Background: an optimization exercise with open tools, aiming at small area and a short achievable clock period. Do not read the settings as production practice. Only simulation tests tie the RTL to the original design; equivalence was not proved.

==> flow/design.v, too long to show whole: its modules and the start of the top module <==
// module bf_front: 1681 lines
// module bf_back: 384 lines
// module box_axis: 28 lines
// module bbox_raster: 134 lines
module bbox_raster #(
    parameter int SIGFIG     = 24,
    parameter int RADIX      = 10,
    parameter int PIPE_DEPTH = 3
) (
    input  logic                     clk,
    input  logic                     arst_n,
    input  logic [3*SIGFIG-1:0]      tri_x,
    input  logic [3*SIGFIG-1:0]      tri_y,
    input  logic                     tri_valid,
    input  logic                     halt_n,
    input  logic signed [SIGFIG-1:0] screen_x,
    input  logic signed [SIGFIG-1:0] screen_y,
    input  logic [3:0]               msaa_mode,
    output logic [3*SIGFIG-1:0]      out_tri_x,
    output logic [3*SIGFIG-1:0]      out_tri_y,
    output logic signed [SIGFIG-1:0] box_ll_x,
    output logic signed [SIGFIG-1:0] box_ll_y,
    output logic signed [SIGFIG-1:0] box_ur_x,
    output logic signed [SIGFIG-1:0] box_ur_y,
    output logic                     out_valid
);
  // ...
==> flow/run.sh <==
#!/bin/bash
# synth_recipe.tcl (not shown) runs the flow's synth.tcl, then flattens the netlist and writes it again
# the make line also repeats each setting of config.mk as NAME=value (left out here)
make -C /OpenROAD-flow-scripts/flow DESIGN_CONFIG=/design/flow/config.mk WORK_HOME=/design/flow/orfs CLKGATE_MAP_FILE= SYNTH_SCRIPT=/design/flow/synth_recipe.tcl finish
==> flow/config.mk <==
export PLATFORM = sky130hd
export DESIGN_NAME = bbox_raster
export DESIGN_NICKNAME = bbox_raster
export VERILOG_FILES = /design/flow/design.v
export SDC_FILE = /design/flow/constraint.sdc
export NUM_CORES = 4
export LEC_CHECK = 0
export CAP_MARGIN = 20
export CORE_MARGIN = 2
export CORE_UTILIZATION = 40
export SLEW_MARGIN = 20
==> flow/constraint.sdc <==
create_clock -name core_clock -period 14.0 [get_ports {clk}]
set_input_delay 2.8000 -clock core_clock [delete_from_list [all_inputs] [get_ports {clk}]]
set_output_delay 2.8000 -clock core_clock [all_outputs]
set_load 0.01 [all_outputs]
==> reports/metrics.cfg, run 1 <==
[status]
status = no timing/DRC/antenna violations

[detailed_routing]
drtIter0Drc = 11400
highest_layer = met5
vias = 66100

[timing]
clock_skew_ns = 0.0550
max_slew_margin_pct = 7.50
setup_ws_ns = 6.31
rsz0062_at_grt = no
worstMarginPinSlew_ns = 1.39
period_share_pct = 54.9

[synth]
yosys-top-cells-area = edfxtp_1 (36%), fa_1 (16%), ha_1 (5.4%)
synth_edf_count = 903

[clocking]
postCtsHoldBufs = 0
clk_pin_slew_ns = 0.06

[layout]
diodes = 14
syn_to_final_growth_pct = 14.7
multiInputGateArea_um2 = 43200

[setup_path]
r2r-start = s1_y[1]$_DFFE_PP_
cp_slowest_stage_delay_ns = 0.74
r2r_end = s2_bf[130]$_DFFE_PP_

[grt]
met2_usage_pct = 51.3
grtUsageMet1_pct = 45.0

[placed_design]
gp_congestion = 1.03
placedCellCount = 9961

[die]
rows = 158

==> module bbox_raster, before the edit <==
module bbox_raster #(
    parameter int SIGFIG     = 24,
    parameter int RADIX      = 10,
    parameter int PIPE_DEPTH = 3
) (
    input  logic                     clk,
    input  logic                     arst_n,
    input  logic [3*SIGFIG-1:0]      tri_x,
    input  logic [3*SIGFIG-1:0]      tri_y,
    input  logic                     tri_valid,
    input  logic                     halt_n,
    input  logic signed [SIGFIG-1:0] screen_x,
    input  logic signed [SIGFIG-1:0] screen_y,
    input  logic [3:0]               msaa_mode,
    output logic [3*SIGFIG-1:0]      out_tri_x,
    output logic [3*SIGFIG-1:0]      out_tri_y,
    output logic signed [SIGFIG-1:0] box_ll_x,
    output logic signed [SIGFIG-1:0] box_ll_y,
    output logic signed [SIGFIG-1:0] box_ur_x,
    output logic signed [SIGFIG-1:0] box_ur_y,
    output logic                     out_valid
);
    localparam int NV = 281;
    logic advance;
    assign advance = halt_n || !out_valid;
    logic [2:0] keep_in;
    always_comb begin
        case (msaa_mode)
            raster_fixed_pkg::MSAA_4X:  keep_in = 3'b100;
            raster_fixed_pkg::MSAA_16X: keep_in = 3'b110;
            raster_fixed_pkg::MSAA_64X: keep_in = 3'b111;
            default:                    keep_in = 3'b000;
        endcase
    end
    logic                     v1;
    logic [3*SIGFIG-1:0]      s1_x, s1_y;
    logic signed [SIGFIG-1:0] s1_sx, s1_sy;
    logic [2:0]               s1_keep;
    always_ff @(posedge clk or negedge arst_n) begin
        if (!arst_n)      v1 <= 1'b0;
        else if (advance) v1 <= tri_valid;
    end
    always_ff @(posedge clk) begin
        if (advance) begin
            s1_x    <= tri_x;
            s1_y    <= tri_y;
            s1_sx   <= screen_x;
            s1_sy   <= screen_y;
            s1_keep <= keep_in;
        end
    end
    logic signed [SIGFIG-1:0] x0, x1, x2, y0, y1, y2;
    assign {x2, x1, x0} = s1_x;
    assign {y2, y1, y0} = s1_y;
    logic signed [SIGFIG:0] dx10, dx21, dy10, dy21;
    assign dx10 = x1 - x0;
    assign dx21 = x2 - x1;
    assign dy10 = y1 - y0;
    assign dy21 = y2 - y1;
    logic [2:0] cmp_x, cmp_y;
    assign cmp_x = {x2 < x0, dx21[SIGFIG], dx10[SIGFIG]};
    assign cmp_y = {y2 < y0, dy21[SIGFIG], dy10[SIGFIG]};
    logic [NV-1:0] bf_vec;
    bf_front bf_front_i (.a(dx10), .b(dx21), .c(dy10), .d(dy21), .v(bf_vec));
    logic                     v2;
    logic [3*SIGFIG-1:0]      s2_x, s2_y;
    logic signed [SIGFIG-1:0] s2_sx, s2_sy;
    logic [2:0]               s2_keep;
    logic [2:0]               s2_cx, s2_cy;
    logic [NV-1:0]            s2_bf;
    always_ff @(posedge clk or negedge arst_n) begin
        if (!arst_n)      v2 <= 1'b0;
        else if (advance) v2 <= v1;
    end
    always_ff @(posedge clk) begin
        if (advance) begin
            s2_x    <= s1_x;
            s2_y    <= s1_y;
            s2_sx   <= s1_sx;
            s2_sy   <= s1_sy;
            s2_keep <= s1_keep;
            s2_cx   <= cmp_x;
            s2_cy   <= cmp_y;
            s2_bf   <= bf_vec;
        end
    end
    logic backface;
    bf_back bf_back_i (.v(s2_bf), .bf(backface));
    logic signed [SIGFIG-1:0] ll_x, ll_y, ur_x, ur_y;
    logic                     off_x, off_y;
    box_axis #(.SIGFIG(SIGFIG)) axis_x (
        .v   (s2_x),
        .cmp (s2_cx),
        .keep(s2_keep),
        .lim (s2_sx),
        .ll  (ll_x),
        .ur  (ur_x),
        .off (off_x)
    );
    box_axis #(.SIGFIG(SIGFIG)) axis_y (
        .v   (s2_y),
        .cmp (s2_cy),
        .keep(s2_keep),
        .lim (s2_sy),
        .ll  (ll_y),
        .ur  (ur_y),
        .off (off_y)
    );
    logic                     v3;
    logic [3*SIGFIG-1:0]      s3_x, s3_y;
    logic [SIGFIG-1:7]        s3_llx, s3_lly;
    logic signed [SIGFIG-1:0] s3_urx, s3_ury;
    always_ff @(posedge clk or negedge arst_n) begin
        if (!arst_n)      v3 <= 1'b0;
        else if (advance) v3 <= v2 && !backface && !off_x && !off_y;
    end
    always_ff @(posedge clk) begin
        if (advance) begin
            s3_x   <= s2_x;
            s3_y   <= s2_y;
            s3_llx <= ll_x[SIGFIG-1:7];
            s3_lly <= ll_y[SIGFIG-1:7];
            s3_urx <= ur_x;
            s3_ury <= ur_y;
        end
    end
    assign out_valid = v3;
    assign out_tri_x = s3_x;
    assign out_tri_y = s3_y;
    assign box_ll_x  = {s3_llx, 7'd0};
    assign box_ll_y  = {s3_lly, 7'd0};
    assign box_ur_x  = s3_urx;
    assign box_ur_y  = s3_ury;
endmodule
==> run 2: changes to the inputs <==
--- a/flow/design.v
+++ b/flow/design.v
@@ -2074,6 +2074,286 @@
     wire [49:0] sum = r0 + r1;
     assign bf = sum[49];
 endmodule
+module sub25 (input logic [23:0] p, q, output logic [24:0] d);
+    wire [24:0] pe = {p[23], p};
+    wire [24:0] qn = ~{q[23], q};
+    wire [24:0] t = pe ^ qn;
+    wire g0_0 = 1'b1;
+    wire p0_0 = 1'b0;
+    wire g0_1 = (pe[0] & qn[0]);
+    wire p0_1 = t[0];
+    wire g0_2 = (pe[1] & qn[1]);
+    wire p0_2 = t[1];
+    wire g0_3 = (pe[2] & qn[2]);
+    wire p0_3 = t[2];
+    wire g0_4 = (pe[3] & qn[3]);
+    wire p0_4 = t[3];
+    wire g0_5 = (pe[4] & qn[4]);
+    wire p0_5 = t[4];
+    wire g0_6 = (pe[5] & qn[5]);
+    wire p0_6 = t[5];
+    wire g0_7 = (pe[6] & qn[6]);
+    wire p0_7 = t[6];
+    wire g0_8 = (pe[7] & qn[7]);
+    wire p0_8 = t[7];
+    wire g0_9 = (pe[8] & qn[8]);
+    wire p0_9 = t[8];
+    wire g0_10 = (pe[9] & qn[9]);
+    wire p0_10 = t[9];
+    wire g0_11 = (pe[10] & qn[10]);
+    wire p0_11 = t[10];
+    wire g0_12 = (pe[11] & qn[11]);
+    wire p0_12 = t[11];
+    wire g0_13 = (pe[12] & qn[12]);
+    wire p0_13 = t[12];
+    wire g0_14 = (pe[13] & qn[13]);
+    wire p0_14 = t[13];
+    wire g0_15 = (pe[14] & qn[14]);
+    wire p0_15 = t[14];
+    wire g0_16 = (pe[15] & qn[15]);
+    wire p0_16 = t[15];
+    wire g0_17 = (pe[16] & qn[16]);
+    wire p0_17 = t[16];
+    wire g0_18 = (pe[17] & qn[17]);
+    wire p0_18 = t[17];
+    wire g0_19 = (pe[18] & qn[18]);
+    wire p0_19 = t[18];
+    wire g0_20 = (pe[19] & qn[19]);
+    wire p0_20 = t[19];
+    wire g0_21 = (pe[20] & qn[20]);
+    wire p0_21 = t[20];
+    wire g0_22 = (pe[21] & qn[21]);
+    wire p0_22 = t[21];
+    wire g0_23 = (pe[22] & qn[22]);
+    wire p0_23 = t[22];
+    wire g0_24 = (pe[23] & qn[23]);
+    wire p0_24 = t[23];
+    wire g0_25 = (pe[24] & qn[24]);
+    wire p0_25 = t[24];
+    wire g1_1 = g0_1 | (p0_1 & g0_0);
+    wire p1_1 = p0_1 & p0_0;
+    wire g1_2 = g0_2 | (p0_2 & g0_1);
+    wire p1_2 = p0_2 & p0_1;
+    wire g1_3 = g0_3 | (p0_3 & g0_2);
+    wire p1_3 = p0_3 & p0_2;
+    wire g1_4 = g0_4 | (p0_4 & g0_3);
+    wire p1_4 = p0_4 & p0_3;
+    wire g1_5 = g0_5 | (p0_5 & g0_4);
+    wire p1_5 = p0_5 & p0_4;
+    wire g1_6 = g0_6 | (p0_6 & g0_5);
+    wire p1_6 = p0_6 & p0_5;
+    wire g1_7 = g0_7 | (p0_7 & g0_6);
+    wire p1_7 = p0_7 & p0_6;
+    wire g1_8 = g0_8 | (p0_8 & g0_7);
+    wire p1_8 = p0_8 & p0_7;
+    wire g1_9 = g0_9 | (p0_9 & g0_8);
+    wire p1_9 = p0_9 & p0_8;
+    wire g1_10 = g0_10 | (p0_10 & g0_9);
+    wire p1_10 = p0_10 & p0_9;
+    wire g1_11 = g0_11 | (p0_11 & g0_10);
+    wire p1_11 = p0_11 & p0_10;
+    wire g1_12 = g0_12 | (p0_12 & g0_11);
+    wire p1_12 = p0_12 & p0_11;
+    wire g1_13 = g0_13 | (p0_13 & g0_12);
+    wire p1_13 = p0_13 & p0_12;
+    wire g1_14 = g0_14 | (p0_14 & g0_13);
+    wire p1_14 = p0_14 & p0_13;
+    wire g1_15 = g0_15 | (p0_15 & g0_14);
+    wire p1_15 = p0_15 & p0_14;
+    wire g1_16 = g0_16 | (p0_16 & g0_15);
+    wire p1_16 = p0_16 & p0_15;
+    wire g1_17 = g0_17 | (p0_17 & g0_16);
+    wire p1_17 = p0_17 & p0_16;
+    wire g1_18 = g0_18 | (p0_18 & g0_17);
+    wire p1_18 = p0_18 & p0_17;
+    wire g1_19 = g0_19 | (p0_19 & g0_18);
+    wire p1_19 = p0_19 & p0_18;
+    wire g1_20 = g0_20 | (p0_20 & g0_19);
+    wire p1_20 = p0_20 & p0_19;
+    wire g1_21 = g0_21 | (p0_21 & g0_20);
+    wire p1_21 = p0_21 & p0_20;
+    wire g1_22 = g0_22 | (p0_22 & g0_21);
+    wire p1_22 = p0_22 & p0_21;
+    wire g1_23 = g0_23 | (p0_23 & g0_22);
+    wire p1_23 = p0_23 & p0_22;
+    wire g1_24 = g0_24 | (p0_24 & g0_23);
+    wire p1_24 = p0_24 & p0_23;
+    wire g1_25 = g0_25 | (p0_25 & g0_24);
+    wire p1_25 = p0_25 & p0_24;
+    wire g2_2 = g1_2 | (p1_2 & g0_0);
+    wire p2_2 = p1_2 & p0_0;
+    wire g2_3 = g1_3 | (p1_3 & g1_1);
+    wire p2_3 = p1_3 & p1_1;
+    wire g2_4 = g1_4 | (p1_4 & g1_2);
+    wire p2_4 = p1_4 & p1_2;
+    wire g2_5 = g1_5 | (p1_5 & g1_3);
+    wire p2_5 = p1_5 & p1_3;
+    wire g2_6 = g1_6 | (p1_6 & g1_4);
+    wire p2_6 = p1_6 & p1_4;
+    wire g2_7 = g1_7 | (p1_7 & g1_5);
+    wire p2_7 = p1_7 & p1_5;
+    wire g2_8 = g1_8 | (p1_8 & g1_6);
+    wire p2_8 = p1_8 & p1_6;
+    wire g2_9 = g1_9 | (p1_9 & g1_7);
+    wire p2_9 = p1_9 & p1_7;
+    wire g2_10 = g1_10 | (p1_10 & g1_8);
+    wire p2_10 = p1_10 & p1_8;
+    wire g2_11 = g1_11 | (p1_11 & g1_9);
+    wire p2_11 = p1_11 & p1_9;
+    wire g2_12 = g1_12 | (p1_12 & g1_10);
+    wire p2_12 = p1_12 & p1_10;
+    wire g2_13 = g1_13 | (p1_13 & g1_11);
+    wire p2_13 = p1_13 & p1_11;
+    wire g2_14 = g1_14 | (p1_14 & g1_12);
+    wire p2_14 = p1_14 & p1_12;
+    wire g2_15 = g1_15 | (p1_15 & g1_13);
+    wire p2_15 = p1_15 & p1_13;
+    wire g2_16 = g1_16 | (p1_16 & g1_14);
+    wire p2_16 = p1_16 & p1_14;
+    wire g2_17 = g1_17 | (p1_17 & g1_15);
+    wire p2_17 = p1_17 & p1_15;
+    wire g2_18 = g1_18 | (p1_18 & g1_16);
+    wire p2_18 = p1_18 & p1_16;
+    wire g2_19 = g1_19 | (p1_19 & g1_17);
+    wire p2_19 = p1_19 & p1_17;
+    wire g2_20 = g1_20 | (p1_20 & g1_18);
+    wire p2_20 = p1_20 & p1_18;
+    wire g2_21 = g1_21 | (p1_21 & g1_19);
+    wire p2_21 = p1_21 & p1_19;
+    wire g2_22 = g1_22 | (p1_22 & g1_20);
+    wire p2_22 = p1_22 & p1_20;
+    wire g2_23 = g1_23 | (p1_23 & g1_21);
+    wire p2_23 = p1_23 & p1_21;
+    wire g2_24 = g1_24 | (p1_24 & g1_22);
+    wire p2_24 = p1_24 & p1_22;
+    wire g2_25 = g1_25 | (p1_25 & g1_23);
+    wire p2_25 = p1_25 & p1_23;
+    wire g3_4 = g2_4 | (p2_4 & g0_0);
+    wire p3_4 = p2_4 & p0_0;
+    wire g3_5 = g2_5 | (p2_5 & g1_1);
+    wire p3_5 = p2_5 & p1_1;
+    wire g3_6 = g2_6 | (p2_6 & g2_2);
+    wire p3_6 = p2_6 & p2_2;
+    wire g3_7 = g2_7 | (p2_7 & g2_3);
+    wire p3_7 = p2_7 & p2_3;
+    wire g3_8 = g2_8 | (p2_8 & g2_4);
+    wire p3_8 = p2_8 & p2_4;
+    wire g3_9 = g2_9 | (p2_9 & g2_5);
+    wire p3_9 = p2_9 & p2_5;
+    wire g3_10 = g2_10 | (p2_10 & g2_6);
+    wire p3_10 = p2_10 & p2_6;
+    wire g3_11 = g2_11 | (p2_11 & g2_7);
+    wire p3_11 = p2_11 & p2_7;
+    wire g3_12 = g2_12 | (p2_12 & g2_8);
+    wire p3_12 = p2_12 & p2_8;
+    wire g3_13 = g2_13 | (p2_13 & g2_9);
+    wire p3_13 = p2_13 & p2_9;
+    wire g3_14 = g2_14 | (p2_14 & g2_10);
+    wire p3_14 = p2_14 & p2_10;
+    wire g3_15 = g2_15 | (p2_15 & g2_11);
+    wire p3_15 = p2_15 & p2_11;
+    wire g3_16 = g2_16 | (p2_16 & g2_12);
+    wire p3_16 = p2_16 & p2_12;
+    wire g3_17 = g2_17 | (p2_17 & g2_13);
+    wire p3_17 = p2_17 & p2_13;
+    wire g3_18 = g2_18 | (p2_18 & g2_14);
+    wire p3_18 = p2_18 & p2_14;
+    wire g3_19 = g2_19 | (p2_19 & g2_15);
+    wire p3_19 = p2_19 & p2_15;
+    wire g3_20 = g2_20 | (p2_20 & g2_16);
+    wire p3_20 = p2_20 & p2_16;
+    wire g3_21 = g2_21 | (p2_21 & g2_17);
+    wire p3_21 = p2_21 & p2_17;
+    wire g3_22 = g2_22 | (p2_22 & g2_18);
+    wire p3_22 = p2_22 & p2_18;
+    wire g3_23 = g2_23 | (p2_23 & g2_19);
+    wire p3_23 = p2_23 & p2_19;
+    wire g3_24 = g2_24 | (p2_24 & g2_20);
+    wire p3_24 = p2_24 & p2_20;
+    wire g3_25 = g2_25 | (p2_25 & g2_21);
+    wire p3_25 = p2_25 & p2_21;
+    wire g4_8 = g3_8 | (p3_8 & g0_0);
+    wire p4_8 = p3_8 & p0_0;
+    wire g4_9 = g3_9 | (p3_9 & g1_1);
+    wire p4_9 = p3_9 & p1_1;
+    wire g4_10 = g3_10 | (p3_10 & g2_2);
+    wire p4_10 = p3_10 & p2_2;
+    wire g4_11 = g3_11 | (p3_11 & g2_3);
+    wire p4_11 = p3_11 & p2_3;
+    wire g4_12 = g3_12 | (p3_12 & g3_4);
+    wire p4_12 = p3_12 & p3_4;
+    wire g4_13 = g3_13 | (p3_13 & g3_5);
+    wire p4_13 = p3_13 & p3_5;
+    wire g4_14 = g3_14 | (p3_14 & g3_6);
+    wire p4_14 = p3_14 & p3_6;
+    wire g4_15 = g3_15 | (p3_15 & g3_7);
+    wire p4_15 = p3_15 & p3_7;
+    wire g4_16 = g3_16 | (p3_16 & g3_8);
+    wire p4_16 = p3_16 & p3_8;
+    wire g4_17 = g3_17 | (p3_17 & g3_9);
+    wire p4_17 = p3_17 & p3_9;
+    wire g4_18 = g3_18 | (p3_18 & g3_10);
+    wire p4_18 = p3_18 & p3_10;
+    wire g4_19 = g3_19 | (p3_19 & g3_11);
+    wire p4_19 = p3_19 & p3_11;
+    wire g4_20 = g3_20 | (p3_20 & g3_12);
+    wire p4_20 = p3_20 & p3_12;
+    wire g4_21 = g3_21 | (p3_21 & g3_13);
+    wire p4_21 = p3_21 & p3_13;
+    wire g4_22 = g3_22 | (p3_22 & g3_14);
+    wire p4_22 = p3_22 & p3_14;
+    wire g4_23 = g3_23 | (p3_23 & g3_15);
+    wire p4_23 = p3_23 & p3_15;
+    wire g4_24 = g3_24 | (p3_24 & g3_16);
+    wire p4_24 = p3_24 & p3_16;
+    wire g4_25 = g3_25 | (p3_25 & g3_17);
+    wire p4_25 = p3_25 & p3_17;
+    wire g5_16 = g4_16 | (p4_16 & g0_0);
+    wire p5_16 = p4_16 & p0_0;
+    wire g5_17 = g4_17 | (p4_17 & g1_1);
+    wire p5_17 = p4_17 & p1_1;
+    wire g5_18 = g4_18 | (p4_18 & g2_2);
+    wire p5_18 = p4_18 & p2_2;
+    wire g5_19 = g4_19 | (p4_19 & g2_3);
+    wire p5_19 = p4_19 & p2_3;
+    wire g5_20 = g4_20 | (p4_20 & g3_4);
+    wire p5_20 = p4_20 & p3_4;
+    wire g5_21 = g4_21 | (p4_21 & g3_5);
+    wire p5_21 = p4_21 & p3_5;
+    wire g5_22 = g4_22 | (p4_22 & g3_6);
+    wire p5_22 = p4_22 & p3_6;
+    wire g5_23 = g4_23 | (p4_23 & g3_7);
+    wire p5_23 = p4_23 & p3_7;
+    wire g5_24 = g4_24 | (p4_24 & g4_8);
+    wire p5_24 = p4_24 & p4_8;
+    wire g5_25 = g4_25 | (p4_25 & g4_9);
+    wire p5_25 = p4_25 & p4_9;
+    assign d[0] = t[0] ^ g0_0;
+    assign d[1] = t[1] ^ g1_1;
+    assign d[2] = t[2] ^ g2_2;
+    assign d[3] = t[3] ^ g2_3;
+    assign d[4] = t[4] ^ g3_4;
+    assign d[5] = t[5] ^ g3_5;
+    assign d[6] = t[6] ^ g3_6;
+    assign d[7] = t[7] ^ g3_7;
+    assign d[8] = t[8] ^ g4_8;
+    assign d[9] = t[9] ^ g4_9;
+    assign d[10] = t[10] ^ g4_10;
+    assign d[11] = t[11] ^ g4_11;
+    assign d[12] = t[12] ^ g4_12;
+    assign d[13] = t[13] ^ g4_13;
+    assign d[14] = t[14] ^ g4_14;
+    assign d[15] = t[15] ^ g4_15;
+    assign d[16] = t[16] ^ g5_16;
+    assign d[17] = t[17] ^ g5_17;
+    assign d[18] = t[18] ^ g5_18;
+    assign d[19] = t[19] ^ g5_19;
+    assign d[20] = t[20] ^ g5_20;
+    assign d[21] = t[21] ^ g5_21;
+    assign d[22] = t[22] ^ g5_22;
+    assign d[23] = t[23] ^ g5_23;
+    assign d[24] = t[24] ^ g5_24;
+endmodule
 `timescale 1ns/1ps
 module box_axis #(
     parameter int SIGFIG = 24
@@ -2159,10 +2439,10 @@
     assign {x2, x1, x0} = s1_x;
     assign {y2, y1, y0} = s1_y;
     logic signed [SIGFIG:0] dx10, dx21, dy10, dy21;
-    assign dx10 = x1 - x0;
-    assign dx21 = x2 - x1;
-    assign dy10 = y1 - y0;
-    assign dy21 = y2 - y1;
+    sub25 sub_dx10 (.p(x1), .q(x0), .d(dx10));
+    sub25 sub_dx21 (.p(x2), .q(x1), .d(dx21));
+    sub25 sub_dy10 (.p(y1), .q(y0), .d(dy10));
+    sub25 sub_dy21 (.p(y2), .q(y1), .d(dy21));
     logic [2:0] cmp_x, cmp_y;
     assign cmp_x = {x2 < x0, dx21[SIGFIG], dx10[SIGFIG]};
     assign cmp_y = {y2 < y0, dy21[SIGFIG], dy10[SIGFIG]};
--- a/flow/config.mk
+++ b/flow/config.mk
@@ -5,6 +5,7 @@
 export SDC_FILE = /design/flow/constraint.sdc
 export NUM_CORES = 4
 export LEC_CHECK = 0
+export ABC_AREA = 1
 export CAP_MARGIN = 20
 export CORE_MARGIN = 2
 export CORE_UTILIZATION = 40
==> run 2 against run 1 <==
Against the previous run:
- still clean
- setup slack gained 0.97 ns
- final area shrank 5.3%
- die area shrank 4.9%
- sequential share of layout area grew 1.8 points
- via count shrank 10%
- final cell count grew 4.9%
- register-to-register slack better by 0.97 ns
- flip-flop and latch count is the same
- count of clock-buffer cells in the layout decreased by 1
- synthesized cell count rose by 5.3%
==> reports/metrics.cfg, run 2 <==
[status]
status = no timing/DRC/antenna violations

[detailed_routing]
vias_per_cell = 5.56
wirelength_mm = 282
drtIter0Drc = 7253  ; -37%
ant_nets = 0
vias = 59300  ; -10%
firstDrtPassIters = 6
drcViolationCount = 0
detail_route.wl_per_cell_um = 26.5

[clocking]
htreeDepth = 3
cts_setup_buffers = 0
clk_pin_slew_ns = 0.06  ; about the same
postCtsHoldBufs = 0  ; unchanged
root_buffer = clkbuf_16
insertion_delay_ns = 0.77
cts_tree = built
clock_sinks = 906
clockBufferDepth = 3
numCtsBuffers = 103
cts_resized = 0

[setup_path]
crit_fanout = 16
crit_arrival_ns = 7.18
critPathRequiredTime_ns = 14.47
startpoint_type = flop
end_kind = flop
crit_type = flop to flop
rr_worst_depth = 24

[timing]
period_share_pct = 48.0  ; -6.9 points
setup_ws_ns = 7.28  ; +0.969 ns
finalSetupViolations = 0
fin_hold_ws_ns = 0.418
worstMarginPinSlew_ns = 1.25  ; -0.142 ns
max_slew_margin_pct = 16.9  ; +9.4 points
rsz0062_at_grt = no
setup_tns_ns = 0
min_period_ns = 6.72
max_freq_mhz = 149
hold_viol = 0
clock_skew_ns = 0.0527  ; -0.00226 ns
drv_slew = 0

[layout]
drive_gt1_share_pct = 5.24
largest_reg_flops = 281
multiInputGateArea_um2 = 38200  ; -11%
fin_util_pct = 46.1
final_common_cell = nand2_1
mostFrequentLayoutCells = nand2_1 (2242), inv_1 (1127), edfxtp_1 (903), nand3_1 (635), fa_1 (588)
num-nets-final = 9324
nFillCells = 16800
stdcell_count = 10700
seqCellArea_um2 = 27200
syn_to_final_growth_pct = 14.2
regMostFlops = s2_bf

[synth]
yosysSeqAreaShare_pct = 38.2
synth_top_area_cell = edfxtp_1
async_flop_share_pct = 0.331
synth_commonest_cells = nand2_1 (2247), inv_1 (1127), edfxtp_1 (903), nand3_1 (635), fa_1 (588)
synth_edf_count = 903  ; unchanged
syn-cell-area_um2 = 71300
yosys-top-cells-area = edfxtp_1 (38%), fa_1 (17%), nand2_1 (12%)
syn_avg_cell_area_um2 = 9.01
synth_flop_cell = edfxtp_1
yosysWarningCount = 2
yosysUniqueCellTypes = 62
syn_inst = 7904
synth.most_common_cell = nand2_1
ys_ff_latch = 906
netlist.area_leader.share_pct = 38.1

[grt]
grt_pass1_vias = 58000
grt_max_degree = 170
grt_pass1_wl_mm = 402
antenna_found_initial = 30
overflow = 0
grtUsageTotal_pct = 30.8

[die]
start_util_pct = 40.4
dieArea_um2 = 182000
io_pins = 441
design.core.area_um2 = 176000
die_h_um = 426
die_x_um = 426
rows = 154  ; -2.5%

[placed_design]
gp_congestion = 1.01  ; -1.7%
pre_cts_ws_ns = 7.50
placedCellCount = 10400  ; +4.9%
dp_hpwl_mm = 214
io_buffer_count = 426

[min_path]
hold_class = flop to flop
whs_path_depth = 0

[job]
maxCapViolCount = 0

[run 2: cell count changes after synthesis, sizes merged, moves of 265 or more]
cell | previous run | this run
nand3 | 121 | 638
inv | 823 | 1155
clkbuf | 602 | 154
nand2 | 366 | 2303
xor2 | 55 | 320
a21oi | 647 | 271
[run 2: area by class of cell]
| cell class | instances | share of cell area [%] |
|---|---|---|
| timing repair buffer | 541 | 6.36 |
| multi-input combinational | 5496 | 47.0 |
| clock buffer | 119 | 3.24 |
| inverter | 1163 | 5.37 |
| antenna | 22 | 0.0676 |
| clock inverter | 71 | 0.985 |
| tap | 2340 | 3.60 |
| sequential | 906 | 33.4 |
[run 2: worst max-delay path, stage by stage, from the launching register on]
cell	delay (ns)
edfxtp_1	0.36
inv_1	0.08
ha_1	0.38
nand3b_1	0.10
nand2_1	0.16
nand2_1	0.08
nand2_2	0.15
nand2_1	0.16
nand2_2	0.15
nand2_1	0.06
nand2_1	0.65
nand2_1	0.25
nand2_1	0.61
inv_1	0.43
nand2_1	0.19
o21ai_0	0.10
nand2_1	0.10
nand2_1	0.10
fa_1	0.51
inv_1	0.05
fa_1	0.48
inv_1	0.16
fa_1	0.57
inv_1	0.05
fa_1	0.45
[run 2: cell families (layout without fill, tap and decap cells)]
group	Yosys count	in the layout	synth area share, %
adders and majority gates	913	913	22.2
and+or+nand+nor	3259	3259	18.9
DFF	906	906	38.2
xor gates and xnor gates	347	347	4.54
other	1	38	0.00526
buffers and inverters	1517	1894	8.53
AOI/OAI and AO/OA	959	959	7.54
muxes	2	2	0.0474
[run 2: worst paths after layout]
kind	start	endpoint	slack, ns
max in group asynchronous	arst_n	v3$_DFFE_PN0P_	11.64
setup / recovery	s1_y[1]$_DFFE_PP_	s2_bf[130]$_DFFE_PP_	7.28
min in group asynchronous	arst_n	v1$_DFFE_PN0P_	2.22
hold reg to reg	s1_sy[17]$_DFFE_PP_	s2_sy[17]$_DFFE_PP_	0.42
setup reg to reg	s1_y[1]$_DFFE_PP_	s2_bf[130]$_DFFE_PP_	7.28
hold / removal	s1_sy[17]$_DFFE_PP_	s2_sy[17]$_DFFE_PP_	0.42
[run 2: stage by stage]
stage          area [um2]
2_1_floorplan       71300
3_3_place_gp        77900
3_5_place_dp        77900
4_1_cts             81300
5_1_grt             81400
6_report            81400
[run 2: per-layer routing]
layer	global-route usage, %	up-vias	share of wire [%]
li1	-	26300	-
met1	39.0	28900	38
met2	48.5	3359	45
met3	6.98	795	9.9
met4	17.5	16	6.5
met5	0	-	0.034

[port drivers added, routing unchanged]
In the flow no input, the clock included, has a driving cell. The finished layouts below were timed again as built, in two steps. Step 1: set_driving_cell puts a clkbuf_16 on clk and a buf_2 on each other input, an assumption about the parent block. Step 2 adds t to the input delays and takes it off the output delays; t is the mean of the earliest and latest rising clock arrival at the registers after step 1. Input paths then give back, and output paths get back, about the clock's delay inside the block. Three values: ideal, step 1, step 2; two values: the first two.
| run | shift t [ns] | setup slack, ns | worst setup path at the end | worst data-port slew with drivers (ns) | pins driven straight from the clock port |
|---|---|---|---|---|---|
| run 1 | 0.826 | 6.315 / 6.315 / 6.315 | register to register | 0.14 | 1 |
| run 2 | 0.833 | 7.284 / 7.284 / 7.284 | register to register | 0.12 | 1 |
After both steps every run listed still meets setup and hold.
